What follows belongs to an exercise in optimizing a design on an open flow for small area and a short achievable clock period; a production flow would make more cautious choices. Function was checked by simulation only, so behaviour that the tests miss may differ from the original. No driver is modelled on the clock port, so clocking that relies on it looks cheaper here than on a real chip. Power is estimated from default activity; no workload was simulated.

Setup of v14:
Design mbox, start of the top module:
module mbox
(
  input  logic                clk,
  input  logic                rstN,
  input  logic                cfgWrEn,
  input  mboxPkg::cfgRegE              cfgAddr,
  input  logic [mboxPkg::cfgDataW-1:0] cfgData,
  input  mboxPkg::mbOpE                op,
  input  mboxPkg::mbSlotT              opSlot,
  input  mboxPkg::mbSrcE               opSrc,
  input  chanPkg::chBufAddrT           opAddr,
  input  logic                nxm,
  input  mboxPkg::wordT                arData,
  input  mboxPkg::wordT                cacheData,
  input  mboxPkg::wordT                memData,
  input  mboxPkg::wordT                cbusIn,
  input  logic                chReverse,
  input  mboxPkg::wordT                ccwIn,
  output mboxPkg::wordT                mbWord,
  output logic                mbParOdd,
  output mboxPkg::wordT                memToCache,
  output mboxPkg::wordT                ptIn,
  output mboxPkg::wordT                cbusOut,
  output mboxPkg::wordT                ccwMix
);
Size: roughly 5,300 flip-flops, roughly 200,000 um2 of cells after synthesis.
==> flow/config.mk <==
export PLATFORM = sky130hd
export DESIGN_NAME = mbox
export DESIGN_NICKNAME = mbox
export VERILOG_FILES = /design/flow/design.v
export SDC_FILE = /design/flow/constraint.sdc
export NUM_CORES = 4
export LEC_CHECK = 0
export CAP_MARGIN = 20
export CELL_PAD_IN_SITES_DETAIL_PLACEMENT = 0
export CELL_PAD_IN_SITES_GLOBAL_PLACEMENT = 1
export CORE_MARGIN = 2
export CORE_UTILIZATION = 50
export CTS_CLUSTER_DIAMETER = 80
export CTS_CLUSTER_SIZE = 24
export PLACE_DENSITY = 0.65
export SETUP_SLACK_MARGIN = 2.6
export SLEW_MARGIN = 20
export SYNTH_HIERARCHICAL = 1
export SYNTH_MEMORY_MAX_BITS = 8192
==> flow/constraint.sdc <==
create_clock -name core_clock -period 5.5 [get_ports {clk}]
set_input_delay 1.1000 -clock core_clock [delete_from_list [all_inputs] [get_ports {clk}]]
set_output_delay 1.1000 -clock core_clock [all_outputs]
set_load 0.01 [all_outputs]
standard.sh (not shown) runs the stock make flow with config.mk's settings and CLKGATE_MAP_FILE= SYNTH_SCRIPT=/design/flow/synth_recipe.tcl, a recipe that flattens the netlist after the stock synthesis.
==> flow/flow/run.sh <==
#!/bin/bash
# The standard layout (standard.sh, with the standard synthesis unchanged),
# with some of its steps tuned through ORFS variables:
#  - clock tree: larger sink clusters and no dummy loads
#  - port buffers: buf_2 instead of the library's slow delay buffer
#  - floorplan: the pre-placement timing repair is skipped (it only sees an
#    ideal clock, and upsizes input paths that meet timing once the clock
#    tree exists); later repairs are as standard
#  - pin placement: the data pins of each bit (the five 36-bit inputs and
#    the five 36-bit outputs) are kept together, so the one-gate paths
#    between them stay short
# Each tool's full output stays in orfs/logs/; make's own output goes to
# flow_make.log in this folder.
set -euo pipefail
export CTS_ARGS="-sink_clustering_enable -repair_clock_nets -dont_use_dummy_load -sink_clustering_size 24 -sink_clustering_max_diameter 80"
export BUFFER_PORTS_ARGS="-buffer_cell sky130_fd_sc_hd__buf_2"
export REMOVE_ABC_BUFFERS=1
groups=""
for b in $(seq 0 35); do
  g=""
  for p in arData cacheData memData cbusIn ccwIn mbWord ptIn memToCache cbusOut ccwMix; do
    g="$g $p[$b]"
  done
  groups="$groups -group_pins {${g# }}"
done
export PLACE_PINS_ARGS="${groups# }"
bash standard.sh > flow_make.log 2>&1
[inputs] v15 vs v14
# v14
export LEC_CHECK = 0
export CAP_MARGIN = 20
export CELL_PAD_IN_SITES_DETAIL_PLACEMENT = 0
export CELL_PAD_IN_SITES_GLOBAL_PLACEMENT = 1
export CORE_MARGIN = 2
export CORE_UTILIZATION = 50
export CTS_CLUSTER_DIAMETER = 80
export CTS_CLUSTER_SIZE = 24
export PLACE_DENSITY = 0.65
export SETUP_SLACK_MARGIN = 2.6
export SLEW_MARGIN = 20
export SYNTH_HIERARCHICAL = 1
export SYNTH_MEMORY_MAX_BITS = 8192
create_clock -name core_clock -period 5.5 [get_ports {clk}]
# v15
export LEC_CHECK = 0
export CAP_MARGIN = 20
export CELL_PAD_IN_SITES_DETAIL_PLACEMENT = 0
export CELL_PAD_IN_SITES_GLOBAL_PLACEMENT = 1
export CORE_MARGIN = 2
export CORE_UTILIZATION = 45
export CTS_CLUSTER_DIAMETER = 80
export CTS_CLUSTER_SIZE = 24
export PLACE_DENSITY = 0.6
export SETUP_SLACK_MARGIN = 2.6
export SLEW_MARGIN = 20
export SYNTH_HIERARCHICAL = 1
export SYNTH_MEMORY_MAX_BITS = 8192
create_clock -name core_clock -period 5.5 [get_ports {clk}]
==> comparison <==
Changes observed in v15 relative to v14: part of the power in registers went down by 0.2 points; buffer count from post-CTS setup fixing went up by about 120%; chip width went up by 5.4%.
[compare] base=v14 new=v15: worst-case vdd ir drop now smaller; count of non-CTS buffers in the layout now smaller; sum of met3 wire segment lengths after detailed routing now smaller; total length of routed wires now larger.
In the tables for v15 and v14, sequential share of layout area reads higher with v14.
v14 -> v15: combinational group share of total power flat

separate check: timing with driven ports:
In the flow no input, the clock included, has a driving cell. The finished layouts below were timed again as built, in two steps.
Step 1 sets driving cells, clkbuf_16 on the clock port and buf_2 on the other inputs (assumed; they add their load-dependent delay and slew).
Step 2 adds t to the input delays and takes it off the output delays; t is the mean of the earliest and latest rising clock arrival at the registers after step 1. Input paths then give back, and output paths get back, about the clock's delay inside the block.
Three values: ideal, step 1, step 2; two values: the first two.
run | shift t [ns] | setup WS [ns] | worst setup path at the end | worst slew at a driven data input, ns
v14 | 1.008 | 2.366 / 2.247 / 1.239 | input to register | 0.27
v15 | 1.034 | 2.307 / 2.208 / 1.173 | input to register | 0.25
After both steps setup and hold are still met in every run listed. The setup slack of v15, which loses most, moves by -0.099 ns with the drivers and by -1.134 ns with both steps.
